What follows belongs to an exercise in optimizing a design on an open flow for small area; a production flow would make more cautious choices.
Only simulation tests tie the RTL to the original design; equivalence was not proved.
No activity file was given, so power comes from the tool's default toggle rates.

## wb_register_file
module wb_register_file
#(
  parameter int DATA_W    = wb_register_file_pkg::WB_DATA_W,
  parameter int SEL_W     = wb_register_file_pkg::WB_SEL_W,
  parameter int REG_COUNT = wb_register_file_pkg::WB_REG_COUNT
) (
  input  logic              clk,
  input  logic              rst,
  input  logic [DATA_W-1:0] S3_WriteData,
  input  logic [SEL_W-1:0]  S3_WriteSelect,
  input  logic              S3_WriteEnable,
  input  logic [SEL_W-1:0]  ReadSelect1,
  input  logic [SEL_W-1:0]  ReadSelect2,
  output logic [DATA_W-1:0] ReadData1,
  output logic [DATA_W-1:0] ReadData2
);
  logic [(REG_COUNT-1)*DATA_W-1:0] regs_q;
  logic [(REG_COUNT-1)*DATA_W-1:0] regs_d;
  logic [DATA_W-1:0]               wr_data;
  logic [REG_COUNT-1:1]            row_wr;
  logic [REG_COUNT-1:1]            row_hold;
  assign wr_data = rst ? '0 : S3_WriteData;
  always_comb begin
    for (int i = 1; i < REG_COUNT; i++) begin
  ...
For scale: about 3,200 cells after synthesis, ~1,000 flip-flops, ~110 I/O pins, roughly 0.038 mm² of cells after synthesis.
Settings: LEC_CHECK=0, CAP_MARGIN=20, CORE_MARGIN=2, CORE_UTILIZATION=40, SLEW_MARGIN=20, SYNTH_HIERARCHICAL=1; clock period 5.0 ns.
run.sh (not shown) runs the stock make flow with config.mk's settings and CLKGATE_MAP_FILE= SYNTH_SCRIPT=/design/flow/synth_recipe.tcl, a recipe that flattens the netlist after the stock synthesis.
The baseline reached the layout checks and failed them: setup timing.
Change:
- CORE_UTILIZATION: 40 -> 70
- CTS_BUF_LIST: unset -> sky130_fd_sc_hd__clkbuf_16
- CTS_CLUSTER_DIAMETER: unset -> 80
- CTS_CLUSTER_SIZE: unset -> 30
What happened: The new run ran to the end with violations: setup timing. Worst setup slack gets better by 0.022 ns. Utilization rises by 31 points. Clock skew stays the same.

---

## JK
wb_register_file, a different RTL version from the one above (not shown whole).
For scale: roughly 3,200 cells after synthesis, roughly 110 I/O pins, roughly 37,000 sq um of cells after synthesis.
==> flow/config.mk <==
export PLATFORM = sky130hd
export DESIGN_NAME = wb_register_file
export DESIGN_NICKNAME = wb_register_file
export VERILOG_FILES = /design/flow/design.v
export SDC_FILE = /design/flow/constraint.sdc
export NUM_CORES = 4
export LEC_CHECK = 0
export CAP_MARGIN = 20
export CORE_MARGIN = 2
export CORE_UTILIZATION = 55
export PLACE_DENSITY = 0.75
export SLEW_MARGIN = 20
export SYNTH_HIERARCHICAL = 1
==> flow/constraint.sdc <==
create_clock -name core_clock -period 5.0 [get_ports {clk}]
set_input_delay 1.0000 -clock core_clock [delete_from_list [all_inputs] [get_ports {clk}]]
set_output_delay 1.0000 -clock core_clock [all_outputs]
set_load 0.01 [all_outputs]
standard.sh (not shown) runs the stock make flow with config.mk's settings and CLKGATE_MAP_FILE= SYNTH_SCRIPT=/design/flow/synth_recipe.tcl, a recipe that flattens the netlist after the stock synthesis.
==> flow/flow/run.sh <==
#!/bin/bash
# The standard ORFS layout (standard.sh, with the standard synthesis), with
# three changes:
#  - input and output ports get sky130_fd_sc_hd__buf_1 port buffers;
#  - before global placement, flow/presize.tcl upsizes the gates that drive
#    the long row and select lines, so that they need no buffer trees, gives
#    the column and phase lines one buffer each, and uses single-strength
#    gates where synthesis chose double strength for a single load
#    (flow/postplace.tcl lets later repair touch those buffers);
#  - CTS uses clusters of up to 30 flip-flops on clkbuf_16 leaf buffers,
#    without dummy loads.
# The whole make output goes to flow_make.log; ORFS's per-step logs are under
# orfs/logs/.
set -euo pipefail
cd "$(dirname "${BASH_SOURCE[0]}")/.."
export BUFFER_PORTS_ARGS="-buffer_cell sky130_fd_sc_hd__buf_1"
export PRE_GLOBAL_PLACE_TCL="$PWD/flow/presize.tcl"
export POST_GLOBAL_PLACE_TCL="$PWD/flow/postplace.tcl"
export CTS_ARGS="-sink_clustering_enable -repair_clock_nets -buf_list sky130_fd_sc_hd__clkbuf_16 -sink_clustering_size 30 -sink_clustering_max_diameter 80 -dont_use_dummy_load"
bash standard.sh finish > flow_make.log 2>&1
Other scripts of this flow, unchanged in this note and not shown: flow/flow/postplace.tcl, flow/flow/presize.tcl
JK ended with every stage complete and zero timing, DRC or antenna violations.
Setup changes, JK to MS
Settings: PLACE_DENSITY: 0.75 -> unset.
## What came out
- Compared to JK, MS has proportion of power drawn by combinational gates 0.3 points higher.
- From JK to MS the numbers moved as follows: hold slack stayed essentially flat, proportion of register bits with asynchronous set or reset after synthesis about even, hold buffer count at cts ~0 delta.
- The final report for MS shows a completed flow and a layout that fails verification, specifically setup timing.

## afterwards: timing with drivers on the ports
The results above use ideal ports. As a check the final layouts listed here were re-extracted and re-timed, cells and wires unchanged.
Step 1: set_driving_cell puts a clkbuf_16 on clk and a buf_2 on each other input, an assumption about the parent block.
Step 2 also shifts input and output timing later by t, the mid clock arrival at the registers, as if the neighbouring blocks saw the same clock.
Three values: ideal ports, drivers, drivers and shift; two values: the first two.
run | t, ns | setup WS [ns] | worst register clock-pin slew, ns | cell pins on the clock port's net
the first run of note 1 | 0.752 | -0.134 / -0.207 / 0.545 | 0.07 / 0.07 | 1
the second run of note 1 | 0.712 | -0.111 / -0.176 / 0.535 | 0.12 / 0.12 | 1
JK | 0.692 | 0.356 / 0.292 / 0.984 | 0.12 / 0.12 | 1
MS | 0.708 | -0.013 / -0.082 / 0.625 | 0.12 / 0.12 | 1
